This is an optimization exercise on Yosys and OpenROAD, whose aim is small area, a short achievable clock period and few clock cycles per item, not a production implementation.
In this exercise RTL edits were held to simulation tests only and were not proved equivalent to the original.
Power is estimated from default activity; no workload was simulated.

==> design/flow/design.v <==
`default_nettype none
package pu_pkg;
    localparam int LOG_NUM_PE = 3;
    localparam int NUM_PE = 1 << LOG_NUM_PE;
    localparam int DATA_LEN = 16;
    localparam int BUS_STAGES_DEF = 2;
    localparam int NEIGH_STAGES_DEF = 1;
    localparam int WR_DEPTH_DEF = 4;
    localparam int RD_DEPTH_DEF = 4;
    typedef logic [DATA_LEN-1:0] pe_data_t;
    typedef logic [LOG_NUM_PE-1:0] pe_addr_t;
    typedef logic [NUM_PE-1:0] pe_mask_t;
endpackage
`default_nettype wire
`timescale 1ns/1ps
`default_nettype none
module shift_pipe #(
    parameter int WIDTH = 8,
    parameter int STAGES = 1
) (
    input  wire logic             clk,
    input  wire logic             rstn,
    input  wire logic [WIDTH-1:0] din,
    output logic      [WIDTH-1:0] dout
);
    generate
        if (STAGES == 0) begin : gen_bypass
            assign dout = din;
        end else begin : gen_stages
            logic [WIDTH-1:0] stage_q [STAGES];
            always_ff @(posedge clk or negedge rstn) begin
                if (!rstn) begin
                    for (int s = 0; s < STAGES; s++) begin
                        stage_q[s] <= '0;
                    end
                end else begin
                    stage_q[0] <= din;
                    for (int s = 1; s < STAGES; s++) begin
                        stage_q[s] <= stage_q[s-1];
                    end
                end
            end
            assign dout = stage_q[STAGES-1];
        end
    endgenerate
endmodule
`default_nettype wire
`timescale 1ns/1ps
`default_nettype none
module bus_slave (
    input  wire logic             clk,
    input  wire logic             rstn,
    input  wire logic             dest_valid,
    input  wire pu_pkg::pe_addr_t dest_addr,
    input  wire pu_pkg::pe_data_t dest_data,
    output logic                  fifo_full,
    output logic                  head_valid,
    output pu_pkg::pe_addr_t      head_addr,
    output pu_pkg::pe_data_t      head_data,
    input  wire logic             pop
);
    assign fifo_full = head_valid && !pop;
    always_ff @(posedge clk or negedge rstn) begin
        if (!rstn) begin
            head_valid <= 1'b0;
        end else if (!fifo_full) begin
            head_valid <= dest_valid;
        end
    end
    always_ff @(posedge clk) begin
        if (!fifo_full) begin
            head_addr <= dest_addr;
            head_data <= dest_data;
        end
    end
endmodule
`default_nettype wire
`timescale 1ns/1ps
`default_nettype none
module bus_arbiter (
    input  wire logic             clk,
    input  wire logic             rstn,
    input  wire pu_pkg::pe_mask_t dest_valid,
    input  wire logic [pu_pkg::NUM_PE*pu_pkg::LOG_NUM_PE-1:0] dest_addr,
    input  wire logic [pu_pkg::NUM_PE*pu_pkg::DATA_LEN-1:0]   dest_data,
    output pu_pkg::pe_mask_t      fifo_full,
    input  wire pu_pkg::pe_mask_t src_rq,
    output pu_pkg::pe_mask_t      src_valid,
    output logic [pu_pkg::NUM_PE*pu_pkg::DATA_LEN-1:0] src_data
);
    localparam int NP = pu_pkg::NUM_PE;
    localparam int AW = pu_pkg::LOG_NUM_PE;
    localparam int DL = pu_pkg::DATA_LEN;
    pu_pkg::pe_mask_t head_valid;
    logic [NP*AW-1:0] head_addr;
    logic [NP*DL-1:0] head_data;
    pu_pkg::pe_mask_t pop;
    generate
        for (genvar s = 0; s < NP; s++) begin : gen_src
            bus_slave src_inst (
                .clk        (clk),
                .rstn       (rstn),
                .dest_valid (dest_valid[s]),
                .dest_addr  (dest_addr[s*AW +: AW]),
                .dest_data  (dest_data[s*DL +: DL]),
                .fifo_full  (fifo_full[s]),
                .head_valid (head_valid[s]),
                .head_addr  (head_addr[s*AW +: AW]),
                .head_data  (head_data[s*DL +: DL]),
                .pop        (pop[s])
            );
        end
    endgenerate
    pu_pkg::pe_mask_t grant [NP];
    pu_pkg::pe_addr_t ptr   [NP];
    always_comb begin
        pop = '0;
        for (int d = 0; d < NP; d++) begin
            src_data[d*DL +: DL] = '0;
            for (int s = 0; s < NP; s++) begin
                src_data[d*DL +: DL] = src_data[d*DL +: DL] | ({DL{grant[d][s]}} & head_data[s*DL +: DL]);
            end
            pop = pop | (grant[d] & {NP{src_rq[d]}});
        end
    end
    pu_pkg::pe_mask_t nxt_valid;
    logic [NP*AW-1:0] nxt_addr;
    always_comb begin
        for (int s = 0; s < NP; s++) begin
            nxt_valid[s] = fifo_full[s] || dest_valid[s];
            nxt_addr[s*AW +: AW] = fifo_full[s] ? head_addr[s*AW +: AW] : dest_addr[s*AW +: AW];
        end
    end
    pu_pkg::pe_mask_t nxt_req  [NP];
    pu_pkg::pe_addr_t nxt_ptr  [NP];
    pu_pkg::pe_mask_t nxt_gnt  [NP];
    logic             keep     [NP];
    always_comb begin
        pu_pkg::pe_mask_t hi_req;
        pu_pkg::pe_mask_t sel_req;
        pu_pkg::pe_addr_t gidx;
        for (int d = 0; d < NP; d++) begin
            for (int s = 0; s < NP; s++) begin
                nxt_req[d][s] = nxt_valid[s] && (nxt_addr[s*AW +: AW] == pu_pkg::pe_addr_t'(d));
            end
            gidx = '0;
            for (int s = 0; s < NP; s++) begin
                if (grant[d][s]) gidx = gidx | pu_pkg::pe_addr_t'(s);
            end
            keep[d] = src_valid[d] && !src_rq[d];
            nxt_ptr[d] = (src_valid[d] && src_rq[d]) ? gidx + 1'b1 : ptr[d];
            for (int s = 0; s < NP; s++) begin
                hi_req[s] = nxt_req[d][s] && (pu_pkg::pe_addr_t'(s) >= nxt_ptr[d]);
            end
            sel_req = (hi_req != '0) ? hi_req : nxt_req[d];
            nxt_gnt[d] = keep[d] ? grant[d] : (sel_req & (~sel_req + pu_pkg::pe_mask_t'(1)));
        end
    end
    always_ff @(posedge clk or negedge rstn) begin
        if (!rstn) begin
            for (int d = 0; d < NP; d++) begin
                ptr[d] <= '0;
                src_valid[d] <= 1'b0;
            end
        end else begin
            for (int d = 0; d < NP; d++) begin
                ptr[d] <= nxt_ptr[d];
                src_valid[d] <= (nxt_gnt[d] != '0);
            end
        end
    end
    always_ff @(posedge clk) begin
        for (int d = 0; d < NP; d++) begin
            grant[d] <= nxt_gnt[d];
        end
    end
endmodule
`default_nettype wire
`timescale 1ns/1ps
`default_nettype none
module neigh_ring #(
    parameter int STAGES = 1
) (
    input  wire logic             clk,
    input  wire logic             rstn,
    input  wire logic [pu_pkg::NUM_PE*pu_pkg::DATA_LEN-1:0] neigh_in,
    input  wire pu_pkg::pe_mask_t neigh_in_v,
    output logic      [pu_pkg::NUM_PE*pu_pkg::DATA_LEN-1:0] neigh_out,
    output pu_pkg::pe_mask_t      neigh_out_v
);
    localparam int DL = pu_pkg::DATA_LEN;
    localparam int WIDTH = pu_pkg::NUM_PE * (DL + 1);
    logic [WIDTH-1:0] ring_in;
    logic [WIDTH-1:0] ring_out;
    generate
        for (genvar i = 0; i < pu_pkg::NUM_PE; i++) begin : gen_ring
            assign ring_in[pu_pkg::NUM_PE + i*DL +: DL] = neigh_in[i*DL +: DL];
            assign ring_in[i] = neigh_in_v[i];
            assign neigh_out[((i+1) % pu_pkg::NUM_PE)*DL +: DL] = ring_out[pu_pkg::NUM_PE + i*DL +: DL];
            assign neigh_out_v[(i+1) % pu_pkg::NUM_PE] = ring_out[i];
        end
    endgenerate
    shift_pipe #(
        .WIDTH  (WIDTH),
        .STAGES (STAGES)
    ) ring_pipe (
        .clk  (clk),
        .rstn (rstn),
        .din  (ring_in),
        .dout (ring_out)
    );
endmodule
`default_nettype wire
`timescale 1ns/1ps
`default_nettype none
module done_tracker (
    input  wire logic             clk,
    input  wire logic             rstn,
    input  wire logic             start,
    input  wire logic             eoc,
    input  wire pu_pkg::pe_mask_t pe_eol,
    input  wire pu_pkg::pe_mask_t pe_eoi,
    output logic                  inst_eol,
    output logic                  eoi_pu
);
    pu_pkg::pe_mask_t eol_flags;
    assign inst_eol = &eol_flags;
    always_ff @(posedge clk or negedge rstn) begin
        if (!rstn) begin
            eol_flags <= '0;
        end else if (start || eoc || inst_eol) begin
            eol_flags <= '0;
        end else begin
            eol_flags <= eol_flags | pe_eol;
        end
    end
    always_ff @(posedge clk or negedge rstn) begin
        if (!rstn) begin
            eoi_pu <= 1'b0;
        end else begin
            eoi_pu <= &pe_eoi;
        end
    end
endmodule
`default_nettype wire
`timescale 1ns/1ps
`default_nettype none
module pu_fabric #(
    parameter int BUS_STAGES = pu_pkg::BUS_STAGES_DEF,
    parameter int NEIGH_STAGES = pu_pkg::NEIGH_STAGES_DEF,
    parameter int WR_DEPTH = pu_pkg::WR_DEPTH_DEF,
    parameter int RD_DEPTH = pu_pkg::RD_DEPTH_DEF
) (
    input  wire logic             clk,
    input  wire logic             rstn,
    input  wire pu_pkg::pe_mask_t dest_valid,
    input  wire logic [pu_pkg::NUM_PE*pu_pkg::LOG_NUM_PE-1:0] dest_addr,
    input  wire logic [pu_pkg::NUM_PE*pu_pkg::DATA_LEN-1:0] dest_data,
    output pu_pkg::pe_mask_t      fifo_full,
    output pu_pkg::pe_mask_t      src_valid,
    output logic      [pu_pkg::NUM_PE*pu_pkg::DATA_LEN-1:0] src_data,
    input  wire pu_pkg::pe_mask_t src_rq,
    input  wire logic [pu_pkg::NUM_PE*pu_pkg::DATA_LEN-1:0] neigh_in,
    input  wire pu_pkg::pe_mask_t neigh_in_v,
    output logic      [pu_pkg::NUM_PE*pu_pkg::DATA_LEN-1:0] neigh_out,
    output pu_pkg::pe_mask_t      neigh_out_v,
    input  wire logic             start,
    input  wire logic             eoc,
    input  wire pu_pkg::pe_mask_t pe_eol,
    input  wire pu_pkg::pe_mask_t pe_eoi,
    output logic                  inst_eol,
    output logic                  eoi_pu
);
    bus_arbiter bus_xbar (
        .clk        (clk),
        .rstn       (rstn),
        .dest_valid (dest_valid),
        .dest_addr  (dest_addr),
        .dest_data  (dest_data),
        .fifo_full  (fifo_full),
        .src_rq     (src_rq),
        .src_valid  (src_valid),
        .src_data   (src_data)
    );
    neigh_ring #(
        .STAGES (NEIGH_STAGES)
    ) neigh_ring_inst (
        .clk         (clk),
        .rstn        (rstn),
        .neigh_in    (neigh_in),
        .neigh_in_v  (neigh_in_v),
        .neigh_out   (neigh_out),
        .neigh_out_v (neigh_out_v)
    );
    done_tracker done_tracker_inst (
        .clk      (clk),
        .rstn     (rstn),
        .start    (start),
        .eoc      (eoc),
        .pe_eol   (pe_eol),
        .pe_eoi   (pe_eoi),
        .inst_eol (inst_eol),
        .eoi_pu   (eoi_pu)
    );
endmodule
`default_nettype wire
==> design/flow/flow/run.sh <==
#!/bin/bash
set -o pipefail
cp standard.sh standard_copy.txt 2>/dev/null
echo "export BUFFER_PORTS_ARGS = -buffer_cell sky130_fd_sc_hd__buf_1" >> config.mk
bash standard.sh > standard.log 2>&1
==> design/flow/standard.sh <==
#!/bin/bash
# synth_recipe.tcl (not shown) runs the flow's synth.tcl, then flattens the netlist and writes it again
# the make line also repeats each setting of config.mk as NAME=value (left out here)
make -C /OpenROAD-flow-scripts/flow DESIGN_CONFIG=/design/flow/config.mk WORK_HOME=/design/flow/orfs CLKGATE_MAP_FILE= SYNTH_SCRIPT=/design/flow/synth_recipe.tcl "${@:-finish}"
==> design/flow/config.mk <==
export PLATFORM = sky130hd
export DESIGN_NAME = pu_fabric
export DESIGN_NICKNAME = pu_fabric
export VERILOG_FILES = /design/flow/design.v
export SDC_FILE = /design/flow/constraint.sdc
export NUM_CORES = 4
export LEC_CHECK = 0
export CAP_MARGIN = 20
export CORE_MARGIN = 2
export CORE_UTILIZATION = 30
export SETUP_SLACK_MARGIN = 3.0
export SLEW_MARGIN = 20
export BUFFER_PORTS_ARGS = -buffer_cell sky130_fd_sc_hd__buf_1
==> design/flow/constraint.sdc <==
create_clock -name core_clock -period 6.5 [get_ports {clk}]
set_input_delay 1.3000 -clock core_clock [delete_from_list [all_inputs] [get_ports {clk}]]
set_output_delay 1.3000 -clock core_clock [all_outputs]
set_load 0.01 [all_outputs]
==> results of run 1 <==
==> through the flow <==
step                cells  instance area, µm²  utilization  power (W)
finish               3865               29200        0.393     0.0212
global route         3863               29100        0.393     0.0219
CTS                  3828               28300        0.382     0.0197
detailed placement   3651               25200        0.339     0.0154
global placement     3651               25200        0.339     0.0154
floorplan            2363               22800            -     0.0113
==> sequential cells by signal, summed over array words and instances (netlist names), 8 cells and up <==
name and cells:
bus_xbar.gen_src.src_inst.head_addr 24, bus_xbar.gen_src.src_inst.head_data 128, bus_xbar.gen_src.src_inst.head_valid 8, bus_xbar.grant 64
bus_xbar.ptr 24, bus_xbar.src_valid 8, done_tracker_inst.eol_flags 8, neigh_ring_inst.ring_pipe.gen_stages.stage_q 136
==> synthesized netlist by cell type (all sizes together), types with 7 or more instances <==
master / n
a22oi: 537
clkbuf: 215
dfrtp: 185
nand2: 162
nand4: 150
edfxtp: 128
buf: 95
dfxtp: 88
nor2: 88
o21ai: 75
inv: 55
nor3: 50
a21oi: 41
nand3: 31
mux2i: 29
o31ai: 26
nor4: 25
nand2b: 24
and2: 21
nor3b: 20
a32o: 18
a22o: 17
mux2: 15
nor2b: 15
a21o: 14
a31oi: 14
or4: 14
a211oi: 12
o211ai: 12
o21a: 12
o41ai: 12
nand3b: 11
and3: 9
or2: 9
ha: 8
nor4bb: 7
or3: 7
==> worst max path at each step <==
stage	startpoint	end	slack, ps	cells after the start
after floorplan	src_rq[2]	bus_xbar.src_valid[6]	2160	12
final	src_rq[1]	fifo_full[3]	2500	8
after detailed placement	src_rq[2]	bus_xbar.src_valid[6]	1060	11
after global routing	src_rq[1]	bus_xbar.src_valid[6]	2430	14
after CTS	src_rq[1]	fifo_full[3]	2590	8
after global placement	src_rq[2]	bus_xbar.src_valid[6]	1120	11
==> placed cells by master (no fill, tap or decap), types with 12 or more instances in the layout <==
master / instances
o211ai_1: 12
o21ai_1: 21
nand2_1: 156
clkbuf_16: 52
nor3_1: 37
mux2i_1: 12
nor3b_1: 18
inv_1: 47
a21oi_1: 29
nor2b_1: 13
nand4_1: 149
nor2_1: 80
o21ai_2: 14
and2_1: 18
mux2_2: 15
buf_1: 589
a22oi_1: 527
edfxtp_1: 128
o31ai_1: 15
buf_6: 31
mux2i_4: 12
dfxtp_2: 42
or4_1: 12
nand3_1: 22
a32o_1: 15
a22o_1: 17
o21ai_0: 35
nand2b_1: 24
a21o_1: 14
dfxtp_1: 41
clkbuf_1: 14
dfrtp_1: 185
buf_4: 113
==> power by group <==
group	internal (W)	switching [W]
Combinational	0.00459	0.00728
Sequential	0.00370	0.00286
Clock	0.00161	0.00116
Total	0.00991	0.0113
==> kinds of logic (layout without fill, tap and decap cells) <==
| family | count (synthesis) | count (layout) | share of synthesized area |
|---|---|---|---|
| AO/OA/AOI/OAI | 868 | 868 | 0.286 |
| XOR/XNOR | 10 | 10 | 0.00391 |
| adder cells (fa/ha/maj) | 8 | 8 | 0.00447 |
| buffers and inverters | 368 | 895 | 0.0662 |
| flip-flops | 401 | 401 | 0.457 |
| multiplexers | 44 | 44 | 0.0205 |
| other | 0 | 4 | 0 |
| AND/OR/NAND/NOR | 664 | 666 | 0.162 |
==> area by class of cell <==
cell class              instances  area share
diodes                          4    0.000343
multi-input cells            1596       0.415
inverters                      57     0.00837
repair buffers                748       0.125
clock buffers                  74      0.0502
flip-flops and latches        401       0.354
repair inverters                1    0.000172
clock inverters                15     0.00601
well taps                     969      0.0416
==> worst max-delay path: cells and delay by family <==
family          cells  cell delay, ps
compound gates      1             470
buf+inv             5             540
simple gates        2             380
==> per-layer routing <==
metal	track usage	wire length, µm	vias to the layer above
met3	0.103	16000	458
met2	0.464	53100	2197
met5	0	90	-
met4	0.148	8240	14
li1	-	-	10200
met1	0.378	44400	12100
==> timing repair <==
item | CTS | global route
resized for setup | 234 | 119
buffers inserted | 83 | 33
cloned | 5 | 0
pin swaps | 58 | 64
endpoints found under the setup margin | 174 | 96
==> run summary, run 1 <==
area of the multi-input gates 12100 µm²; Primary FF master, synth dfrtp_1; DR iter-0 viols 4144; final max-slew violation count 0; CP Data Arrival Time 2700 ps; Total Neg Setup Slack 0 ps; Cell variety after synth 88; die area roughly 77000 µm²; fin crit share 0.615; Final #Nets ~3200; global-route wire length before repair 171000 µm; Post-synth EDFFs approximately 130; critical path launch point type input port; core box area about 74000 µm²; # DRC 0; cell taking the most area after synthesis dfrtp_1; largest net degree at the start of global routing approximately 160; layout cells sized above 1 0.174; worst hold stages 2; Setup WS post-layout 2500 ps; Hold Crit Class register to register; hpwl dp 88800 µm; clock sink count 401; Vias/cell 6.47; CP required 5200 ps; die width about 280 µm; Final Hold Viols 0; Reg clk slew, reported paths about 60 ps; warnings from Yosys 11; CTS buffer count 48; R2R Path End bus_xbar.src_valid[3]; Clock Tree Root clkbuf_16; slowest CP cell a222oi_1; leakage approximately 10 nW; most used cell, CP buf_8; Final ANT Viol Nets 0; FF/Latch Area between 10000 and 15000 µm²; wire length per cell 31.5 µm; flop2flop setup slack 2640 ps; Fillers ~7400; max-cap viol count 0; port bufs just over 600; Overflow after GRT 0; antenna violations before repair 14; P&R area growth vs syn 30.2%; Syn Nets ~2700; Final Critical Period 4000 ps; Worst Max-Slew Pin Slew 1160 ps; #FFs+latches synth 401; peak supply drop about 0.29 mV; htree depth 2; fmax roughly 250 MHz; pre-CTS setup slack roughly 1100 ps; hold-critical path endpoint done_tracker_inst.eol_flags[6]; Final Routed Wirelength 122000 µm; routability congestion estimate roughly 1.0; Row Count 100; Clock Path Buffers 3; Die H 277 µm; Hold-fix buffers, CTS 0; Post-synth ARST share 0.461; vias in the first global route around 23000; hold_sp done_tracker_inst.eol_flags[6]; Setup CP Type input port to output port; PD cells between 700 and 800 nW/µm²; GRT Total Usage 0.302; count of final setup violators 0; clk_skew 45.6 ps; clock latency on the worst-skew pair approximately 640 ps; hold_ws 503 ps; 1st-pass router iterations 8; CP cell instances buf_8 -> buf_8 -> a222oi_1 -> and3_4 -> nand2_8 -> buf_12 -> clkinv_4 -> buf_6; top post-synthesis cells by area dfrtp_1 (21%), a22oi_1 (18%), edfxtp_1 (17%); status timing/DRC/antenna clean; gate count of the mapped netlist 2363; worst stage delay on the critical path ~470 ps; worst reg2reg startpoint bus_xbar.grant[3][2]; initial core utilization 0.302; Vias 25000; I/O pin count 606; CP Capture Type output port; area share of the largest cell type after synthesis 0.207; CTS tree done; RSZ-0062 raised after global routing true; R2R cell count 12; crit path max fanout 5; synthesized cell area 22400 µm²; Seq/Total Area, Yosys 0.457; worst rel slew slack 0.224; syn_area_per_cell 9.47 µm²
Testbench counts, summed over its fixed seeds: cycles 887, words 4,096.
==> run 2, diff against run 1 <==
--- a/design/flow/design.v
+++ b/design/flow/design.v
@@ -113,60 +113,76 @@
     endgenerate
     pu_pkg::pe_mask_t grant [NP];
     pu_pkg::pe_addr_t ptr   [NP];
+    pu_pkg::pe_mask_t granted;
+    pu_pkg::pe_mask_t spec_free;
+    pu_pkg::pe_mask_t spec_ok;
     always_comb begin
         pop = '0;
+        granted = '0;
         for (int d = 0; d < NP; d++) begin
             src_data[d*DL +: DL] = '0;
             for (int s = 0; s < NP; s++) begin
                 src_data[d*DL +: DL] = src_data[d*DL +: DL] | ({DL{grant[d][s]}} & head_data[s*DL +: DL]);
             end
             pop = pop | (grant[d] & {NP{src_rq[d]}});
+            granted = granted | (grant[d] & {NP{src_valid[d]}});
         end
+        spec_free = ~head_valid | granted;
+        spec_ok = ~granted | pop;
     end
-    pu_pkg::pe_mask_t nxt_valid;
-    logic [NP*AW-1:0] nxt_addr;
-    always_comb begin
-        for (int s = 0; s < NP; s++) begin
-            nxt_valid[s] = fifo_full[s] || dest_valid[s];
-            nxt_addr[s*AW +: AW] = fifo_full[s] ? head_addr[s*AW +: AW] : dest_addr[s*AW +: AW];
-        end
-    end
-    pu_pkg::pe_mask_t nxt_req  [NP];
-    pu_pkg::pe_addr_t nxt_ptr  [NP];
-    pu_pkg::pe_mask_t nxt_gnt  [NP];
-    logic             keep     [NP];
     always_comb begin
-        pu_pkg::pe_mask_t hi_req;
-        pu_pkg::pe_mask_t sel_req;
-        pu_pkg::pe_addr_t gidx;
+        pu_pkg::pe_mask_t req;
+        pu_pkg::pe_mask_t upper;
+        pu_pkg::pe_mask_t hi;
+        pu_pkg::pe_mask_t first_hi;
+        pu_pkg::pe_mask_t first_all;
+        pu_pkg::pe_mask_t gnt;
+        pu_pkg::pe_mask_t gnt_rot;
+        logic             below_hi;
+        logic             below_all;
+        logic             keep;
         for (int d = 0; d < NP; d++) begin
             for (int s = 0; s < NP; s++) begin
-                nxt_req[d][s] = nxt_valid[s] && (nxt_addr[s*AW +: AW] == pu_pkg::pe_addr_t'(d));
-            end
-            gidx = '0;
+                req[s] = spec_free[s]
+                    ? (dest_valid[s] && (dest_addr[s*AW +: AW] == pu_pkg::pe_addr_t'(d)))
+                    : (head_addr[s*AW +: AW] == pu_pkg::pe_addr_t'(d));
+                upper[s] = (pu_pkg::pe_addr_t'(s) >= ptr[d]);
+            end
+            hi = req & upper;
+            below_hi = 1'b0;
+            below_all = 1'b0;
             for (int s = 0; s < NP; s++) begin
-                if (grant[d][s]) gidx = gidx | pu_pkg::pe_addr_t'(s);
-            end
-            keep[d] = src_valid[d] && !src_rq[d];
-            nxt_ptr[d] = (src_valid[d] && src_rq[d]) ? gidx + 1'b1 : ptr[d];
+                first_hi[s] = hi[s] && !below_hi;
+                first_all[s] = req[s] && !below_all;
+                below_hi = below_hi || hi[s];
+                below_all = below_all || req[s];
+            end
+            gnt = below_hi ? first_hi : first_all;
+            keep = src_valid[d] && !src_rq[d];
+            nxt_gnt[d] = keep ? grant[d] : (gnt & spec_ok);
+            nxt_valid[d] = keep || ((gnt & spec_ok) != '0);
+            gnt_rot = {gnt[NP-2:0], gnt[NP-1]};
+            nxt_ptr[d] = '0;
             for (int s = 0; s < NP; s++) begin
-                hi_req[s] = nxt_req[d][s] && (pu_pkg::pe_addr_t'(s) >= nxt_ptr[d]);
+                if (gnt_rot[s]) nxt_ptr[d] = nxt_ptr[d] | pu_pkg::pe_addr_t'(s);
             end
-            sel_req = (hi_req != '0) ? hi_req : nxt_req[d];
-            nxt_gnt[d] = keep[d] ? grant[d] : (sel_req & (~sel_req + pu_pkg::pe_mask_t'(1)));
+            if (keep || !below_all) nxt_ptr[d] = ptr[d];
         end
     end
+    pu_pkg::pe_mask_t nxt_gnt [NP];
+    pu_pkg::pe_mask_t nxt_valid;
+    pu_pkg::pe_addr_t nxt_ptr [NP];
     always_ff @(posedge clk or negedge rstn) begin
         if (!rstn) begin
             for (int d = 0; d < NP; d++) begin
                 ptr[d] <= '0;
-                src_valid[d] <= 1'b0;
             end
+            src_valid <= '0;
         end else begin
             for (int d = 0; d < NP; d++) begin
                 ptr[d] <= nxt_ptr[d];
-                src_valid[d] <= (nxt_gnt[d] != '0);
             end
+            src_valid <= nxt_valid;
         end
     end
     always_ff @(posedge clk) begin
==> run summary, run 2 <==
GRT Total Usage 0.305; largest net degree at the start of global routing ~130; Post-DP Area about 26000 µm²; gate count of the mapped netlist 2345; Post-synth EDFFs ~220; Fillers 7631; top post-synthesis cells by area edfxtp_1 (28%), dfrtp_1 (20%), a22oi_1 (18%); flop2flop setup slack between 2000 and 3000 ps; crit path max fanout 4; Die H approximately 280 µm; #FFs+latches synth between 400 and 500; RSZ-0062 raised after global routing true; CTS tree done; antenna violations before repair 12; CTS buffer count approximately 50; worst rel slew slack 0.435; Final Cell Area a little over 30000 µm²; Setup CP Type input port to output port; Worst path top cell family by delay simple AND/OR/NAND/NOR gates; 1st-pass router iterations 13; Final Hold Viols 0; leakage 11.0 nW; most common cell after layout, fill and taps aside buf_1; Vias around 26000; Hold-fix buffers, CTS 0; clock latency on the worst-skew pair between 600 and 700 ps; worst stage delay on the critical path 350 ps; CP Capture Type output port; area share of the largest cell type after synthesis 0.277; max reg flops around 140; Row Count about 100; routability congestion estimate 0.992; Commonest cells post-synth a22oi_1 (566), edfxtp_1 (216), dfrtp_1 (185), nand4_1 (161), clkbuf_1 (119); hpwl dp 85000 µm; hold_sp done_tracker_inst.eol_flags[0]; core box area 77300 µm²; final max-slew violation count 0; fin crit share 0.563; Clock Tree Root clkbuf_16; commonest non-fill, non-tap cells in the layout buf_1 (583), a22oi_1 (522), edfxtp_1 (216), buf_4 (192), dfrtp_1 (177); Placed Cells 3726; Final Critical Period 3660 ps; Clock Path Buffers 3; hold-critical path endpoint done_tracker_inst.eol_flags[0]; global-route wire length before repair 181000 µm; htree depth 2; Worst Max-Slew Pin Slew 848 ps; Total Neg Setup Slack 0 ps; die width 283 µm; Syn Nets roughly 2700; slowest CP cell or2_4; count leader, synth a22oi_1; DR iter-0 viols about 5000; wire length per cell 32.3 µm; port bufs 605; largest register by flop count neigh_ring_inst.ring_pipe.gen_stages.stage_q; R2R cell count 10; Final Routed Wirelength 129000 µm; critical path launch point type input port; synthesized cell area around 23000 µm²; crit path from src_rq[0]; worst reg2reg startpoint bus_xbar.src_valid[4]; I/O pin count 606; CP cell instances buf_12 -> a22oi_2 -> nand4_1 -> or2_4 -> inv_4 -> buf_6; Hold Crit Class register to register; WP buf/inv 3; status timing/DRC/antenna clean; Overflow after GRT 0; count of final setup violators 0; Reg clk slew, reported paths 50 ps; hold_ws ~500 ps; clock sink count 401; max-cap viol count 0; PD cells 645 nW/µm²; layout cells sized above 1 0.180; P&R area growth vs syn 29.9%; fmax about 270 MHz; worst hold stages 2; warnings from Yosys 9; Primary FF master, synth edfxtp_1; syn_area_per_cell 9.99 µm²; Post-synth ARST share 0.461; Final Core Density 0.394; Cell variety after synth 98; cell taking the most area after synthesis edfxtp_1; R2R Path End bus_xbar.src_valid[0]; Seq/Total Area, Yosys 0.474; vias in the first global route 24600; peak supply drop 0.292 mV; # DRC 0; initial core utilization 0.303; Vias/cell about 6.6; Final #Nets ~3200; CP Data Arrival Time between 2000 and 2500 ps; CP required approximately 5200 ps; clk_skew 38.7 ps; Regs by FF count neigh_ring_inst.ring_pipe.gen_stages.stage_q x136, bus_xbar.gen_src.src_inst.head_data x128, bus_xbar.grant x64; Final ANT Viol Nets 0; Final Instance Count excl. Fillers 4003; die area between 80000 and 90000 µm²
[run 2: how the worst max path moves through the flow]
stage / end / depth (start not counted)
3_5_place_dp: fifo_full[2] / 6
5_1_grt: fifo_full[4] / 6
4_1_cts: fifo_full[4] / 6
6_report: fifo_full[4] / 6
3_3_place_gp: fifo_full[2] / 6
2_1_floorplan: fifo_full[4] / 6
[run 2: cells by family after synthesis]
logic type             share of synthesized area
DFF                                        0.474
AOI/OAI and AO/OA                          0.274
and+or+nand+nor                            0.172
muxes                                     0.0169
buffers and inverters                     0.0631
[run 2: power by group]
group	switching [W]	internal [W]
Clock	0.00119	0.00180
Sequential	0.00162	0.00363
Combinational	0.00751	0.00387
Total	0.0103	0.00931
[run 2: per-stage QoR]
stage | setup slack (ps) | total power [W]
6_report | 2840 | 0.0196
5_1_grt | 2830 | 0.0201
4_1_cts | 2910 | 0.0181
3_5_place_dp | 2230 | 0.0140
3_3_place_gp | 2270 | 0.0141
2_1_floorplan | 2990 | 0.0101
[run 2: repair_timing]
action / 4_1_cts / 5_1_grt
gates cloned: 10 / 3
gates resized for setup: 102 / 135
pin swaps: 22 / 49
setup endpoints to repair: 177 / 97
buffers inserted: 107 / 61
[run 2: final cells by class]
type	count	area (µm²)	area share
Multi-Input combinational cell	1600	11800	0.388
Sequential cell	401	11100	0.365
Timing Repair Buffer	823	4290	0.141
Clock buffer	61	1360	0.0445
Tap cell	1040	1300	0.0427
Clock inverter	29	378	0.0124
Inverter	43	171	0.00563
Antenna cell	6	15.0	0.000493
[run 2: per-layer routing]
layer / wire length (µm) / part of all wire / vias up / global-route usage
met5: 241 / 0.0019 / - / 0.0113
li1: - / - / 10500 / -
met3: 19500 / 0.15 / 686 / 0.139
met4: 10600 / 0.082 / 18 / 0.190
met1: 43400 / 0.34 / 12400 / 0.348
met2: 55700 / 0.43 / 2624 / 0.465
[run 2: worst reg2reg max path, stage by stage (launching register included)]
cell and delay [ps]:
dfrtp_2 590, a22oi_2 300, and4_4 330, nand4b_1 290
a211oi_2 400, a211oi_4 90, buf_4 190, o2111ai_4 110
o41ai_2 130, or4_1 560, or4_1 400
Testbench counts of run 2, summed over its fixed seeds: cycles 887, words 4,096.
==> run 3, diff against run 2 <==
--- a/design/flow/config.mk
+++ b/design/flow/config.mk
@@ -7,7 +7,8 @@
 export LEC_CHECK = 0
 export CAP_MARGIN = 20
 export CORE_MARGIN = 2
-export CORE_UTILIZATION = 30
+export CORE_UTILIZATION = 40
+export CTS_BUF_LIST = sky130_fd_sc_hd__clkbuf_4 sky130_fd_sc_hd__clkbuf_8
 export SETUP_SLACK_MARGIN = 3.0
 export SLEW_MARGIN = 20
 export BUFFER_PORTS_ARGS = -buffer_cell sky130_fd_sc_hd__buf_1
==> run summary, run 3 <==
status timing/DRC/antenna clean; Vias 26400; I/O pin count ~600; Post-synth EDFFs 216; slowest CP cell or2_4; clock latency on the worst-skew pair 710 ps; largest register by flop count neigh_ring_inst.ring_pipe.gen_stages.stage_q; final max-slew violation count 0; CTS buffer count 73; Final Routed Wirelength 131000 µm; internal power a little under 0.009 W; vias in the first global route 25400; die area 60500 µm²; layout cells sized above 1 0.172; commonest non-fill, non-tap cells in the layout buf_1 (587), a22oi_1 (533), edfxtp_1 (216), dfrtp_1 (178), nand4_1 (161); Seq/Total Area, Yosys 0.474; CTS tree done; PD cells 646 nW/µm²; wire length per cell 35.2 µm; CP required around 5200 ps; WP buf/inv 3; Syn Nets 2669; CP Data Arrival Time 2290 ps; top post-synthesis cells by area edfxtp_1 (28%), dfrtp_1 (20%), a22oi_1 (18%); GRT Total Usage 0.413; Hold Crit Class register to register; Clock Tree Root clkbuf_8; Clock Path Buffers 3; DR iter-0 viols a little under 5000; #FFs+latches synth 401; Final Critical Period 3590 ps; Hold-fix buffers, CTS 0; most common cell after layout, fill and taps aside buf_1; die width 246 µm; global-route wire length before repair 181000 µm; Row Count 88; P&R area growth vs syn 25.8%; Commonest cells post-synth a22oi_1 (566), edfxtp_1 (216), dfrtp_1 (185), nand4_1 (161), clkbuf_1 (119); initial core utilization 0.405; Pwr Total ~0.019 W; htree depth 3; crit path max fanout 5; routability congestion estimate ~1.0; Final #Nets 3213; worst rel slew slack 0.242; Die H roughly 250 µm; Sw Ratio 0.539; CP Capture Type output port; count of final setup violators 0; largest net degree at the start of global routing 77; Net Switching 0.0103 W; fin crit share 0.552; Total Neg Setup Slack 0 ps; Clock Power Share 0.145; max reg flops between 100 and 150; gate count of the mapped netlist about 2300; hold_ws 507 ps; clk_skew 43.1 ps; leakage 10.7 nW; cell taking the most area after synthesis edfxtp_1; pre-CTS setup slack 2240 ps; syn_area_per_cell 9.99 µm²; Overflow after GRT 0; Final Hold Viols 0; worst stage delay on the critical path 350 ps; clock sink count 401; # DRC 0; Vias/cell 7.11; hpwl dp ~86000 µm; Setup WS post-layout 2910 ps; port bufs 605; Primary FF master, synth edfxtp_1; Final ANT Viol Nets 0; RSZ-0062 raised after global routing true; Worst Max-Slew Pin Slew 1140 ps; antenna violations before repair 5; max-cap viol count 0; peak supply drop 0.325 mV; warnings from Yosys 9; CP cell instances buf_12 -> a22oi_2 -> nand4_1 -> or2_4 -> inv_2 -> buf_6; critical path launch point type input port; area share of the largest cell type after synthesis 0.277; Setup CP Type input port to output port; Reg clk slew, reported paths 50 ps; Post-synth ARST share 0.461; Combinational Power Share 0.585; synthesized cell area 23400 µm²; Final Core Density 0.510; core box area 57800 µm²; sequential share of power 0.270; fmax between 200 and 300 MHz; Cell variety after synth 98; 1st-pass router iterations 12; Worst path top cell family by delay simple AND/OR/NAND/NOR gates; Regs by FF count neigh_ring_inst.ring_pipe.gen_stages.stage_q x136, bus_xbar.gen_src.src_inst.head_data x128, bus_xbar.grant x64; count leader, synth a22oi_1
run 3: per-stage QoR:
stage               instances  cell area (µm²)
finish                   3716            29500
global route             3716            29500
CTS                      3670            28700
detailed placement       3477            26100
global placement         3477            26100
floorplan                2345            23700
run 3: worst min-delay path, delay by kind of cell (launching register included):
family | cells | cell delay (ps)
AND/OR/NAND/NOR | 2 | 120
flip-flops | 1 | 350
run 3: cell type report:
type                       instances  area [µm²]
clock inverter                    27         333
antenna                            3        7.51
inverter                          43         171
timing repair buffer             772        3900
clock buffer                     107        1320
fill                            5414       28300
multi-input combinational       1598       11700
tap                              765         957
sequential                       401       11100
run 3: layer usage:
metal,global-route usage,part of all wire,vias up
met2,0.585,0.41,2572
met3,0.202,0.16,692
met4,0.232,0.078,2
met1,0.507,0.35,12700
li1,-,-,10400
met5,0.00490,0.000099,-
run 3: power by group through the flow:
stage	sequential (W)	clock [W]	combinational (W)
after global routing	0.00517	0.00289	0.0113
after detailed placement	0.00508	0	0.00908
after global placement	0.00507	0	0.00897
after CTS	0.00500	0.00278	0.00997
final	0.00514	0.00276	0.0111
after floorplan	0.00390	0	0.00619
run 3: cells by family after synthesis:
logic type / Yosys count / share of synthesized area
simple gates: 712 / 0.172
mux: 37 / 0.0169
compound gates: 841 / 0.274
buf+inv: 354 / 0.0631
flops: 401 / 0.474
run 3: worst paths after layout:
path / start / end / slack [ps] / depth (start not counted)
worst max-delay path: src_rq[0] / fifo_full[4] / 2910 / 6
min in group asynchronous: rstn / bus_xbar.gen_src[4].src_inst.head_valid / 580 / 1
worst min-delay path: done_tracker_inst.eol_flags[2] / done_tracker_inst.eol_flags[2] / 510 / 2
max in group asynchronous: rstn / done_tracker_inst.eol_flags[2] / 4510 / 2
worst max register to register: bus_xbar.grant[6][5] / bus_xbar.src_valid[5] / 2980 / 11
worst min register to register: done_tracker_inst.eol_flags[2] / done_tracker_inst.eol_flags[2] / 510 / 2
run 3: what timing repair did:
action	4_1_cts	5_1_grt
gates cloned	9	3
pin swaps	22	38
setup buffers	50	40
endpoints found under the setup margin	128	62
gates resized for setup	112	102
==> run 4, diff against run 3 <==
--- a/design/flow/design.v
+++ b/design/flow/design.v
@@ -143,9 +143,9 @@
         logic             keep;
         for (int d = 0; d < NP; d++) begin
             for (int s = 0; s < NP; s++) begin
-                req[s] = spec_free[s]
+                req[s] = spec_ok[s] && (spec_free[s]
                     ? (dest_valid[s] && (dest_addr[s*AW +: AW] == pu_pkg::pe_addr_t'(d)))
-                    : (head_addr[s*AW +: AW] == pu_pkg::pe_addr_t'(d));
+                    : (head_addr[s*AW +: AW] == pu_pkg::pe_addr_t'(d)));
                 upper[s] = (pu_pkg::pe_addr_t'(s) >= ptr[d]);
             end
             hi = req & upper;
@@ -159,8 +159,8 @@
             end
             gnt = below_hi ? first_hi : first_all;
             keep = src_valid[d] && !src_rq[d];
-            nxt_gnt[d] = keep ? grant[d] : (gnt & spec_ok);
-            nxt_valid[d] = keep || ((gnt & spec_ok) != '0);
+            nxt_gnt[d] = keep ? grant[d] : gnt;
+            nxt_valid[d] = keep || below_all;
             gnt_rot = {gnt[NP-2:0], gnt[NP-1]};
             nxt_ptr[d] = '0;
             for (int s = 0; s < NP; s++) begin
--- a/design/flow/config.mk
+++ b/design/flow/config.mk
@@ -9,6 +9,7 @@
 export CORE_MARGIN = 2
 export CORE_UTILIZATION = 40
 export CTS_BUF_LIST = sky130_fd_sc_hd__clkbuf_4 sky130_fd_sc_hd__clkbuf_8
+export PLACE_DENSITY = 0.45
 export SETUP_SLACK_MARGIN = 3.0
 export SLEW_MARGIN = 20
 export BUFFER_PORTS_ARGS = -buffer_cell sky130_fd_sc_hd__buf_1
==> run summary, run 4 <==
layout cells sized above 1 0.188; Die H 244 µm; #FFs+latches synth about 400; Hold Crit Class register to register; count of final setup violators 0; CTS buffer count 74; Final Hold Viols 0; Final Critical Period 3680 ps; fmax 272 MHz; CP cell instances buf_12 -> a22o_4 -> nor4_4 -> nand2_4 -> inv_2 -> buf_6; gate count of the mapped netlist 2255; Seq/Total Area, Yosys 0.484; wire length per cell roughly 36 µm; final max-slew violation count 0; Reg clk slew, reported paths about 60 ps; Setup CP Type input port to output port; clk_skew 31.6 ps; flop2flop setup slack 2980 ps; htree depth 3; clock sink count roughly 400; count leader, synth a22oi_1; most common cell after layout, fill and taps aside buf_1; Final #Nets 3142; slowest CP cell nor4_4; Regs by FF count neigh_ring_inst.ring_pipe.gen_stages.stage_q x136, bus_xbar.gen_src.src_inst.head_data x128, bus_xbar.grant x64; P&R area growth vs syn 27.7%; PD cells 587 nW/µm²; worst stage delay on the critical path 360 ps; Post-synth ARST share 0.461; Pwr Total ~0.017 W; Final Instance Count excl. Fillers 3638; commonest non-fill, non-tap cells in the layout buf_1 (575), a22oi_1 (532), edfxtp_1 (216), dfrtp_1 (180), nand4_1 (150); Cell variety after synth 96; # DRC 0; Post-DP Area ~25000 µm²; Commonest cells post-synth a22oi_1 (575), edfxtp_1 (216), dfrtp_1 (185), nand4_1 (150), nor2_1 (119); hpwl dp 84800 µm; Hold-fix buffers, CTS 0; worst reg2reg startpoint bus_xbar.grant[2][0]; max reg flops about 140; port bufs approximately 600; cell taking the most area after synthesis edfxtp_1; global-route wire length before repair 180000 µm; CTS tree done; top post-synthesis cells by area edfxtp_1 (28%), dfrtp_1 (20%), a22oi_1 (19%); warnings from Yosys 9; Overflow after GRT 0; synthesized cell area roughly 23000 µm²; leakage 10.7 nW; Row Count 87; Final Routed Wirelength about 130000 µm; largest register by flop count neigh_ring_inst.ring_pipe.gen_stages.stage_q; RSZ-0062 raised after global routing true; syn_area_per_cell 10.2 µm²; Syn Nets 2579; Final ANT Viol Nets 0; Vias/cell about 7.1; initial core utilization 0.406; Clock Path Buffers 3; critical path launch point type input port; clock latency on the worst-skew pair 710 ps; Worst Max-Slew Pin Slew approximately 900 ps; routability congestion estimate 1.02; Fillers 5276; hold_sp done_tracker_inst.eol_flags[6]; Clock Tree Root clkbuf_8; Vias 25800; core box area 56600 µm²; Final Core Density 0.518; fin crit share 0.566; GRT Total Usage 0.421; Placed Cells 3359; die area 59400 µm²; CP Data Arrival Time between 2000 and 2500 ps; Primary FF master, synth edfxtp_1; status timing/DRC/antenna clean; largest net degree at the start of global routing around 130; peak supply drop 0.278 mV; CP required 5200 ps; CP Capture Type output port; crit path from src_rq[3]; I/O pin count 606; antenna violations before repair 5; Post-synth EDFFs 216; worst rel slew slack 0.398; area share of the largest cell type after synthesis 0.282; die width 244 µm; Final Cell Area 29300 µm²; crit path max fanout 5; 1st-pass router iterations 8; DR iter-0 viols between 4000 and 5000; vias in the first global route between 20000 and 25000; Total Neg Setup Slack 0 ps; max-cap viol count 0
[run 4: cell types whose count changed in the layout (fill, tap and decap cells not counted), sizes merged, moves of 11 or more]
cell    change
nor3b      -13
buf        +15
a22o       +18
nand4b     -11
mux2i      -13
o22ai      +12
and2       -15
a22oi      +11
nand4      -11
nand2      -21
clkinv     +12
nor3       -11
[run 4: repair_timing]
action	in CTS	in global routing
gates cloned	10	0
pin swaps	28	46
resized for setup	121	138
endpoints found under the setup margin	181	69
setup buffers	86	43
[run 4: stage by stage]
| stage | setup WS, ps | hold WS [ps] |
|---|---|---|
| after CTS | 2850 | 494 |
| after detailed placement | 1760 | 481 |
| after floorplan | 2770 | 459 |
| final | 2820 | 491 |
| after global placement | 1880 | 480 |
| after global routing | 2810 | 524 |
[run 4: cell families after synthesis]
kind of cell           Yosys count  share of synthesized area
buffers and inverters          351                     0.0697
muxes                           15                    0.00730
and+or+nand+nor                625                      0.153
AOI/OAI and AO/OA              863                      0.286
DFF                            401                      0.484
[run 4: layout make-up]
cell class / count / area [µm²] / area share
Clock inverter: 38 / 362 / 0.0123
Antenna cell: 2 / 5.00 / 0.000171
Clock buffer: 100 / 1320 / 0.0450
Timing Repair Buffer: 788 / 4150 / 0.141
Sequential cell: 401 / 11100 / 0.379
Tap cell: 756 / 946 / 0.0322
Multi-Input combinational cell: 1511 / 11200 / 0.384
Inverter: 42 / 178 / 0.00606
[run 4: path summary, 6_finish.rpt]
path                            cells past startpoint                              to
worst max-delay path                                6                    fifo_full[5]
worst min-delay path                                2  done_tracker_inst.eol_flags[6]
worst max register to register                     13              bus_xbar.ptr[6][2]
worst min register to register                      2  done_tracker_inst.eol_flags[6]
max in group asynchronous                           2           bus_xbar.src_valid[0]
min in group asynchronous                           1      asynchronous set/reset pin
[run 4: power by group]
part	switching [W]	total (W)	internal [W]	leakage, nW
registers	0.00133	0.00483	0.00350	4.42
clock network	0.00123	0.00275	0.00152	0.865
logic	0.00634	0.00963	0.00329	5.37
total	0.00890	0.0172	0.00831	10.7
[run 4: metal layers]
metal	vias up	share of wire	track usage
met4	4	0.076	0.237
met3	670	0.14	0.175
met5	-	0.00052	0.00735
met2	2422	0.44	0.638
li1	10100	-	-
met1	12600	0.35	0.506
[run 4: critical path, delay by kind of cell]
| kind | cells | cell delay, ps |
|---|---|---|
| simple gates | 2 | 520 |
| buf+inv | 3 | 300 |
| compound gates | 1 | 250 |
Testbench counts of run 4, summed over its fixed seeds: cycles 887, words 4,096.
==> run 5, diff against run 4 <==
--- a/design/flow/design.v
+++ b/design/flow/design.v
@@ -57,8 +57,11 @@
     output logic                  head_valid,
     output pu_pkg::pe_addr_t      head_addr,
     output pu_pkg::pe_data_t      head_data,
-    input  wire logic             pop
+    input  wire pu_pkg::pe_mask_t shown,
+    input  wire pu_pkg::pe_mask_t src_rq,
+    output logic                  pop
 );
+    assign pop = (shown & src_rq) != '0;
     assign fifo_full = head_valid && !pop;
     always_ff @(posedge clk or negedge rstn) begin
         if (!rstn) begin
@@ -77,6 +80,76 @@
 `default_nettype wire
 `timescale 1ns/1ps
 `default_nettype none
+module bus_choice (
+    input  wire logic             clk,
+    input  wire logic             rstn,
+    input  wire pu_pkg::pe_mask_t req,
+    input  wire logic             src_rq,
+    output pu_pkg::pe_mask_t      grant,
+    output logic                  src_valid
+);
+    localparam int NP = pu_pkg::NUM_PE;
+    pu_pkg::pe_addr_t ptr;
+    pu_pkg::pe_addr_t start;
+    pu_pkg::pe_addr_t after_grant;
+    always_comb begin
+        after_grant = '0;
+        for (int s = 0; s < NP; s++) begin
+            if (grant[(s + NP - 1) % NP]) after_grant = after_grant | pu_pkg::pe_addr_t'(s);
+        end
+        start = src_valid ? after_grant : ptr;
+    end
+    pu_pkg::pe_mask_t upper;
+    pu_pkg::pe_mask_t hi;
+    pu_pkg::pe_mask_t first_hi;
+    pu_pkg::pe_mask_t first_all;
+    pu_pkg::pe_mask_t gnt;
+    logic             below_hi;
+    logic             below_all;
+    logic             keep;
+    always_comb begin
+        for (int s = 0; s < NP; s++) begin
+            upper[s] = (pu_pkg::pe_addr_t'(s) >= start);
+        end
+        hi = req & upper;
+        below_hi = 1'b0;
+        below_all = 1'b0;
+        for (int s = 0; s < NP; s++) begin
+            first_hi[s] = hi[s] && !below_hi;
+            first_all[s] = req[s] && !below_all;
+            below_hi = below_hi || hi[s];
+            below_all = below_all || req[s];
+        end
+        gnt = below_hi ? first_hi : first_all;
+        keep = src_valid && !src_rq;
+    end
+    always_ff @(posedge clk or negedge rstn) begin
+        if (!rstn) begin
+            ptr <= '0;
+            src_valid <= 1'b0;
+        end else begin
+            ptr <= start;
+            src_valid <= keep || below_all;
+        end
+    end
+    always_ff @(posedge clk) begin
+        if (!keep) begin
+            grant <= gnt;
+        end
+    end
+endmodule
+module bus_mux (
+    input  wire pu_pkg::pe_mask_t grant,
+    input  wire logic [pu_pkg::NUM_PE*pu_pkg::DATA_LEN-1:0] head_data,
+    output pu_pkg::pe_data_t      src_data
+);
+    always_comb begin
+        src_data = '0;
+        for (int s = 0; s < pu_pkg::NUM_PE; s++) begin
+            src_data = src_data | ({pu_pkg::DATA_LEN{grant[s]}} & head_data[s*pu_pkg::DATA_LEN +: pu_pkg::DATA_LEN]);
+        end
+    end
+endmodule
 module bus_arbiter (
     input  wire logic             clk,
     input  wire logic             rstn,
@@ -95,6 +168,9 @@
     logic [NP*AW-1:0] head_addr;
     logic [NP*DL-1:0] head_data;
     pu_pkg::pe_mask_t pop;
+    pu_pkg::pe_mask_t grant    [NP];
+    pu_pkg::pe_mask_t shown_by [NP];
+    pu_pkg::pe_mask_t req      [NP];
     generate
         for (genvar s = 0; s < NP; s++) begin : gen_src
             bus_slave src_inst (
@@ -107,87 +183,46 @@
                 .head_valid (head_valid[s]),
                 .head_addr  (head_addr[s*AW +: AW]),
                 .head_data  (head_data[s*DL +: DL]),
+                .shown      (shown_by[s]),
+                .src_rq     (src_rq),
                 .pop        (pop[s])
             );
         end
+        for (genvar d = 0; d < NP; d++) begin : gen_dst
+            bus_choice choice_inst (
+                .clk       (clk),
+                .rstn      (rstn),
+                .req       (req[d]),
+                .src_rq    (src_rq[d]),
+                .grant     (grant[d]),
+                .src_valid (src_valid[d])
+            );
+            bus_mux mux_inst (
+                .grant     (grant[d]),
+                .head_data (head_data),
+                .src_data  (src_data[d*DL +: DL])
+            );
+        end
     endgenerate
-    pu_pkg::pe_mask_t grant [NP];
-    pu_pkg::pe_addr_t ptr   [NP];
     pu_pkg::pe_mask_t granted;
     pu_pkg::pe_mask_t spec_free;
     pu_pkg::pe_mask_t spec_ok;
     always_comb begin
-        pop = '0;
         granted = '0;
         for (int d = 0; d < NP; d++) begin
-            src_data[d*DL +: DL] = '0;
             for (int s = 0; s < NP; s++) begin
-                src_data[d*DL +: DL] = src_data[d*DL +: DL] | ({DL{grant[d][s]}} & head_data[s*DL +: DL]);
+                shown_by[s][d] = grant[d][s];
             end
-            pop = pop | (grant[d] & {NP{src_rq[d]}});
             granted = granted | (grant[d] & {NP{src_valid[d]}});
         end
         spec_free = ~head_valid | granted;
         spec_ok = ~granted | pop;
-    end
-    always_comb begin
-        pu_pkg::pe_mask_t req;
-        pu_pkg::pe_mask_t upper;
-        pu_pkg::pe_mask_t hi;
-        pu_pkg::pe_mask_t first_hi;
-        pu_pkg::pe_mask_t first_all;
-        pu_pkg::pe_mask_t gnt;
-        pu_pkg::pe_mask_t gnt_rot;
-        logic             below_hi;
-        logic             below_all;
-        logic             keep;
         for (int d = 0; d < NP; d++) begin
             for (int s = 0; s < NP; s++) begin
-                req[s] = spec_ok[s] && (spec_free[s]
+                req[d][s] = spec_ok[s] && (spec_free[s]
                     ? (dest_valid[s] && (dest_addr[s*AW +: AW] == pu_pkg::pe_addr_t'(d)))
                     : (head_addr[s*AW +: AW] == pu_pkg::pe_addr_t'(d)));
-                upper[s] = (pu_pkg::pe_addr_t'(s) >= ptr[d]);
-            end
-            hi = req & upper;
-            below_hi = 1'b0;
-            below_all = 1'b0;
-            for (int s = 0; s < NP; s++) begin
-                first_hi[s] = hi[s] && !below_hi;
-                first_all[s] = req[s] && !below_all;
-                below_hi = below_hi || hi[s];
-                below_all = below_all || req[s];
-            end
-            gnt = below_hi ? first_hi : first_all;
-            keep = src_valid[d] && !src_rq[d];
-            nxt_gnt[d] = keep ? grant[d] : gnt;
-            nxt_valid[d] = keep || below_all;
-            gnt_rot = {gnt[NP-2:0], gnt[NP-1]};
-            nxt_ptr[d] = '0;
-            for (int s = 0; s < NP; s++) begin
-                if (gnt_rot[s]) nxt_ptr[d] = nxt_ptr[d] | pu_pkg::pe_addr_t'(s);
             end
-            if (keep || !below_all) nxt_ptr[d] = ptr[d];
-        end
-    end
-    pu_pkg::pe_mask_t nxt_gnt [NP];
-    pu_pkg::pe_mask_t nxt_valid;
-    pu_pkg::pe_addr_t nxt_ptr [NP];
-    always_ff @(posedge clk or negedge rstn) begin
-        if (!rstn) begin
-            for (int d = 0; d < NP; d++) begin
-                ptr[d] <= '0;
-            end
-            src_valid <= '0;
-        end else begin
-            for (int d = 0; d < NP; d++) begin
-                ptr[d] <= nxt_ptr[d];
-            end
-            src_valid <= nxt_valid;
-        end
-    end
-    always_ff @(posedge clk) begin
-        for (int d = 0; d < NP; d++) begin
-            grant[d] <= nxt_gnt[d];
         end
     end
 endmodule
--- a/design/flow/config.mk
+++ b/design/flow/config.mk
@@ -10,6 +10,7 @@
 export CORE_UTILIZATION = 40
 export CTS_BUF_LIST = sky130_fd_sc_hd__clkbuf_4 sky130_fd_sc_hd__clkbuf_8
 export PLACE_DENSITY = 0.45
-export SETUP_SLACK_MARGIN = 3.0
+export SETUP_SLACK_MARGIN = 3.1
 export SLEW_MARGIN = 20
+export SYNTH_HIERARCHICAL = 1
 export BUFFER_PORTS_ARGS = -buffer_cell sky130_fd_sc_hd__buf_1
==> run summary, run 5 <==
status timing/DRC/antenna clean; core box area 58800 µm²; synthesized cell area between 20000 and 25000 µm²; max-cap viol count 0; syn_area_per_cell between 10 and 15 µm²; global-route wire length before repair between 150000 and 200000 µm; CTS tree done; crit path max fanout 8; max reg flops between 100 and 150; top post-synthesis cells by area edfxtp_1 (27%), dfrtp_1 (20%), a22oi_1 (16%); PD cells between 600 and 700 nW/µm²; Hold Crit Class register to register; Final Routed Wirelength roughly 120000 µm; Primary FF master, synth edfxtp_1; Vias approximately 24000; initial core utilization 0.402; CP Data Arrival Time 2240 ps; Seq/Total Area, Yosys 0.470; vias in the first global route between 20000 and 25000; Cell variety after synth 65; Clock Path Buffers 3; CTS buffer count 72; Final Critical Period 3540 ps; Clock Tree Root clkbuf_8; hpwl dp around 83000 µm; most common cell after layout, fill and taps aside buf_1; gate count of the mapped netlist 2076; Setup CP Type register to output port; 1st-pass router iterations 8; Die H 247 µm; largest net degree at the start of global routing 97; fin crit share 0.545; Vias/cell roughly 6.7; count leader, synth a22oi_1; wire length per cell 32.3 µm; CP Capture Type output port; largest register by flop count neigh_ring_inst.ring_pipe.gen_stages.stage_q; routability congestion estimate 0.965; die width 247 µm; Commonest cells post-synth a22oi_1 (501), edfxtp_1 (216), dfrtp_1 (185), nand4_1 (135), buf_6 (128); I/O pin count 606; Final ANT Viol Nets 0; Regs by FF count neigh_ring_inst.ring_pipe.gen_stages.stage_q x136, bus_xbar.gen_src.src_inst.head_data x128, bus_xbar.gen_dst.choice_inst.grant x64; port bufs slightly above 600; Final #Nets 3151; Row Count 89; warnings from Yosys 18; area share of the largest cell type after synthesis 0.274; Worst Max-Slew Pin Slew 1100 ps; die area 61100 µm²; htree depth 3; Syn Nets 2400; commonest non-fill, non-tap cells in the layout buf_1 (577), a22oi_1 (489), edfxtp_1 (216), dfrtp_1 (183), nand4_1 (135); GRT Total Usage 0.373; clock sink count around 400; critical path launch point type register; Fillers between 5000 and 6000; P&R area growth vs syn 25.6%; Overflow after GRT 0; DR iter-0 viols 3553; clock latency on the worst-skew pair 670 ps; Post-synth ARST share 0.461; Hold-fix buffers, CTS 0; cell taking the most area after synthesis edfxtp_1; fmax 282 MHz; Post-synth EDFFs 216; clk_skew 36.9 ps; count of final setup violators 0; leakage 10.5 nW; final max-slew violation count 0; Total Neg Setup Slack 0 ps; CP required 5200 ps; Final Hold Viols 0; peak supply drop 0.293 mV; RSZ-0062 raised after global routing true; #FFs+latches synth between 400 and 500; hold_ws ~570 ps; layout cells sized above 1 0.216; worst rel slew slack 0.266; antenna violations before repair 9; # DRC 0; Reg clk slew, reported paths 60 ps
[run 5: worst paths after layout]
kind	to	slack (ps)	startpoint	depth (start not counted)
hold reg to reg	done_tracker_inst.eol_flags[4]	570	done_tracker_inst.eol_flags[4]	2
hold / removal	done_tracker_inst.eol_flags[4]	570	done_tracker_inst.eol_flags[4]	2
setup reg to reg	bus_xbar.gen_dst[4].choice_inst.grant[6]	3200	bus_xbar.gen_dst[7].choice_inst.src_valid	10
min in group asynchronous	asynchronous set/reset pin	600	rstn	1
setup / recovery	src_data[1]	2960	bus_xbar.gen_src[4].src_inst.head_data[1]	3
max in group asynchronous	bus_xbar.gen_dst[6].choice_inst.ptr[2]	4750	rstn	2
[run 5: logic make-up after synthesis]
family / after synthesis / synth area share
AO/OA/AOI/OAI: 884 / 0.302
AND/OR/NAND/NOR: 572 / 0.143
buffers and inverters: 203 / 0.0775
flip-flops: 401 / 0.470
multiplexers: 16 / 0.00772
[run 5: timing repair]
item / CTS / global route
setup endpoints to repair: 200 / 72
pin swaps: 19 / 29
resized for setup: 70 / 69
gates cloned: 4 / 3
buffers inserted: 134 / 49
[run 5: area by class of cell]
type / instances / area [µm²] / share of cell area
inverters: 58 / 218 / 0.00732
multi-input cells: 1472 / 11000 / 0.370
repair buffers: 822 / 4840 / 0.163
clock buffers: 114 / 1410 / 0.0475
flip-flops and latches: 401 / 11100 / 0.374
diodes: 3 / 7.51 / 0.000253
clock inverters: 18 / 159 / 0.00535
well taps: 773 / 967 / 0.0325
[run 5: worst max-delay path, stage by stage (launching register included)]
cell and delay [ps]:
edfxtp_1 580, a22oi_2 270, nand4_1 430, buf_2 310
[run 5: metrics by stage]
step	utilization	worst slack [ps]	instances	instance area (µm²)	power (W)
6_report	0.506	2960	3661	29700	0.0178
2_1_floorplan	-	3100	2076	23700	0.0103
3_3_place_gp	0.434	2110	3336	25500	0.0131
5_1_grt	0.506	2900	3661	29700	0.0185
3_5_place_dp	0.434	2090	3336	25500	0.0132
4_1_cts	0.493	3040	3606	29000	0.0170
[run 5: per-module statistics from Yosys, one instance, submodules excluded, excerpt]
module        flip-flops and latches  cells
bus_arbiter                        0    345
bus_mux                            0     96
bus_choice                        12     70
bus_slave                         20     29
done_tracker                       9     35
[run 5: per-layer routing]
| metal | up-vias | global-route usage | wire length, µm |
|---|---|---|---|
| li1 | 10100 | - | - |
| met1 | 11900 | 0.453 | 42700 |
| met5 | - | 0 | 13 |
| met2 | 1857 | 0.608 | 56100 |
| met3 | 527 | 0.0932 | 12300 |
| met4 | 2 | 0.202 | 7100 |
[run 5: power breakdown]
group	total, W	leakage, nW	switching [W]	internal [W]
clock network	0.00258	0.840	0.00111	0.00147
registers	0.00487	4.40	0.00127	0.00359
logic	0.0104	5.30	0.00667	0.00373
total	0.0178	10.5	0.00905	0.00879
Testbench counts of run 5, summed over its fixed seeds: cycles 887, words 4,096.
==> run 6, diff against run 5 <==
--- a/design/flow/config.mk
+++ b/design/flow/config.mk
@@ -8,9 +8,11 @@
 export CAP_MARGIN = 20
 export CORE_MARGIN = 2
 export CORE_UTILIZATION = 40
-export CTS_BUF_LIST = sky130_fd_sc_hd__clkbuf_4 sky130_fd_sc_hd__clkbuf_8
+export CTS_BUF_LIST = sky130_fd_sc_hd__clkbuf_8 sky130_fd_sc_hd__clkbuf_16
+export CTS_CLUSTER_DIAMETER = 80
+export CTS_CLUSTER_SIZE = 30
 export PLACE_DENSITY = 0.45
-export SETUP_SLACK_MARGIN = 3.1
+export SETUP_SLACK_MARGIN = 3.05
 export SLEW_MARGIN = 20
 export SYNTH_HIERARCHICAL = 1
 export BUFFER_PORTS_ARGS = -buffer_cell sky130_fd_sc_hd__buf_1
==> run summary, run 6 <==
CP cell instances buf_4 -> a22oi_1 -> nand4_1 -> buf_1; routability congestion estimate ~0.97; internal power approximately 0.008 W; htree depth 1; fmax 289 MHz; status timing/DRC/antenna clean; crit path max fanout 11; Hold Crit Class register to register; R2R cell count 9; Post-synth EDFFs 216; Overflow after GRT 0; count of final setup violators 0; top post-synthesis cells by area edfxtp_1 (27%), dfrtp_1 (20%), a22oi_1 (16%); Sw Ratio 0.527; Final ANT Viol Nets 0; largest net degree at the start of global routing 97; hold_sp done_tracker_inst.eol_flags[4]; vias in the first global route 22700; leakage between 9 and 10 nW; antenna violations before repair 9; Reg clk slew, reported paths 100 ps; PD cells 589 nW/µm²; flop2flop setup slack 3160 ps; RSZ-0062 raised after global routing true; clock latency on the worst-skew pair 610 ps; Combinational Power Share 0.592; fin crit share 0.532; GRT Total Usage 0.363; Post-synth ARST share 0.461; Primary FF master, synth edfxtp_1; die area 61100 µm²; R2R Path End bus_xbar.gen_dst[4].choice_inst.grant[5]; Clock Tree Root clkbuf_16; die width between 200 and 250 µm; Total Neg Setup Slack 0 ps; worst rel slew slack 0.258; cell taking the most area after synthesis edfxtp_1; worst hold stages 2; Final Routed Wirelength between 100000 and 150000 µm; core box area 58800 µm²; CP Data Arrival Time 2160 ps; #FFs+latches synth 401; area share of the largest cell type after synthesis 0.274; gate count of the mapped netlist 2076; commonest non-fill, non-tap cells in the layout buf_1 (586), a22oi_1 (496), edfxtp_1 (216), dfrtp_1 (183), nand4_1 (135); CP required 5200 ps; Syn Nets 2400; Row Count 89; clk_skew 30.6 ps; count leader, synth a22oi_1; CTS buffer count 27; Worst Max-Slew Pin Slew between 1000 and 1500 ps; critical path launch point type register; sequential share of power 0.290; global-route wire length before repair 161000 µm; warnings from Yosys 18; hold-critical path endpoint done_tracker_inst.eol_flags[4]; slowest CP cell edfxtp_1; Seq/Total Area, Yosys 0.470; syn_area_per_cell about 11 µm²; Setup CP Type register to output port; final max-slew violation count 0; CP Capture Type output port; max reg flops ~140; most common cell after layout, fill and taps aside buf_1; 1st-pass router iterations 8; Vias 23900; wire length per cell 32.5 µm; peak supply drop 0.245 mV; clock sink count 401; I/O pin count around 610; Vias/cell 6.73; hpwl dp 83300 µm; worst reg2reg startpoint bus_xbar.gen_dst[7].choice_inst.src_valid; Final Instance Count excl. Fillers roughly 3600; P&R area growth vs syn 21.6%; initial core utilization 0.402; CTS tree done; worst stage delay on the critical path 730 ps; Final #Nets 3080; DR iter-0 viols 3364; layout cells sized above 1 0.179; Hold-fix buffers, CTS 0; Net Switching a little under 0.009 W; synthesized cell area 23700 µm²; largest register by flop count neigh_ring_inst.ring_pipe.gen_stages.stage_q; Regs by FF count neigh_ring_inst.ring_pipe.gen_stages.stage_q x136, bus_xbar.gen_src.src_inst.head_data x128, bus_xbar.gen_dst.choice_inst.grant x64; Clock Path Buffers 3; port bufs 605; # DRC 0; Cell variety after synth 65; max-cap viol count 0; Clock Power Share 0.118; Commonest cells post-synth a22oi_1 (501), edfxtp_1 (216), dfrtp_1 (185), nand4_1 (135), buf_6 (128); Die H about 250 µm; Final Hold Viols 0; Placed Cells ~3300; Final Critical Period 3460 ps
==> run 6: cell families after synthesis <==
kind of cell           after synthesis  share of synthesized area
AOI/OAI and AO/OA                  884                      0.302
buffers and inverters              203                     0.0775
DFF                                401                      0.470
muxes                               16                    0.00772
and+or+nand+nor                    572                      0.143
==> run 6: layer usage <==
layer  wire length (µm)  part of all wire  global-route usage  up-vias
li1                   -                 -                   -     9940
met1              42000              0.36               0.450    11800
met2              55600              0.48               0.603     1716
met3              11400             0.099              0.0751      471
met4               6400             0.055               0.174        4
met5                 27           0.00023                   0        -
==> run 6: power groups by stage <==
stage | sequential [W] | combinational (W) | clock (W)
2_1_floorplan | 0.00449 | 0.00581 | 0
3_3_place_gp | 0.00586 | 0.00727 | 0
3_5_place_dp | 0.00587 | 0.00730 | 0
4_1_cts | 0.00502 | 0.00909 | 0.00204
5_1_grt | 0.00495 | 0.0105 | 0.00214
6_report | 0.00491 | 0.0100 | 0.00200
==> run 6: per-module statistics from Yosys (local to each module, per instance), excerpt <==
| module | cells inside | copies in the design | area (µm²) | flops+latches |
|---|---|---|---|---|
| bus_slave | 29 | 8 | 679 | 20 |
| bus_mux | 96 | 8 | 779 | 0 |
| bus_choice | 70 | 8 | 713 | 12 |
| bus_arbiter | 345 | 1 | 2450 | 0 |
| done_tracker | 35 | 1 | 432 | 9 |
==> run 6: layout make-up <==
| type | count | area, µm² |
|---|---|---|
| multi-input combinational | 1472 | 10900 |
| clock buffer | 27 | 676 |
| sequential | 401 | 11100 |
| clock inverter | 23 | 384 |
| tap | 773 | 967 |
| timing repair buffer | 796 | 4470 |
| antenna | 2 | 5.00 |
| inverter | 58 | 218 |
| fill | 5542 | 30000 |
==> run 6: worst max-delay path: cells and delay by family (launching register included) <==
| family | cells | cell delay (ps) |
|---|---|---|
| AO/OA/AOI/OAI | 1 | 110 |
| AND/OR/NAND/NOR | 1 | 100 |
| flip-flops | 1 | 730 |
| buffers and inverters | 2 | 620 |
==> run 6: worst max-delay path by stage <==
stage | from | end | slack [ps] | cells past startpoint
after floorplan | src_rq[0] | bus_xbar.gen_dst[7].choice_inst.grant[5] | 3100 | 9
after detailed placement | src_rq[5] | bus_xbar.gen_dst[7].choice_inst.grant[1] | 2090 | 9
final | bus_xbar.gen_dst[1].choice_inst.grant[2] | src_data[18] | 3040 | 4
after CTS | bus_xbar.gen_dst[1].choice_inst.grant[5] | src_data[19] | 3010 | 4
after global routing | src_rq[0] | bus_xbar.gen_dst[0].choice_inst.grant[6] | 3000 | 12
after global placement | src_rq[5] | bus_xbar.gen_dst[0].choice_inst.grant[0] | 2110 | 11
==> run 6: what timing repair did <==
item                                    in CTS  in global routing
endpoints found under the hold margin        0                  0
cloned                                       2                  1
endpoints found under the setup margin     186                 85
gates resized for setup                     57                 38
buffers inserted                           102                 58
pin swaps                                   12                 22
==> run 6: through the flow <==
step | total power (W) | instance area, µm² | setup WS [ps] | hold WS, ps | utilization
floorplan | 0.0103 | 23700 | 3100 | 525 | -
global placement | 0.0131 | 25500 | 2110 | 546 | 0.434
detailed placement | 0.0132 | 25500 | 2090 | 556 | 0.434
CTS | 0.0161 | 28100 | 3010 | 575 | 0.477
global route | 0.0176 | 28800 | 3000 | 617 | 0.489
finish | 0.0169 | 28800 | 3040 | 571 | 0.489

[what the ideal ports hide]
Ports are ideal in the flow. The routed layouts listed here were re-timed in OpenROAD.
Step 1 assumes that a clkbuf_16 drives the clock port and a buf_2 every other input.
Step 2, shift: input delay + t, output delay - t, t = (earliest + latest rising clock arrival at the registers) / 2. This alone moves slack from input paths to output paths.
Three values: ideal, step 1, step 2; two values: the first two.
run | t, ns | slack for setup (ns) | worst setup path after step 2 | worst data-port slew with drivers (ns)
run 1 | 0.686 | 2.502 / 2.438 / 1.847 | input to register | 0.14
run 2 | 0.687 | 2.838 / 2.673 / 2.241 | input to register | 0.27
run 3 | 0.750 | 2.912 / 2.754 / 2.138 | input to register | 0.26
run 4 | 0.760 | 2.822 / 2.664 / 2.115 | input to register | 0.25
run 5 | 0.716 | 2.957 / 2.895 / 2.443 | input to register | 0.20
run 6 | 0.659 | 3.043 / 2.926 / 2.405 | input to register | 0.19
After both steps every run listed still meets setup and hold. The setup slack of run 3, which loses most, moves by -0.158 ns with the drivers and by -0.774 ns with both steps.
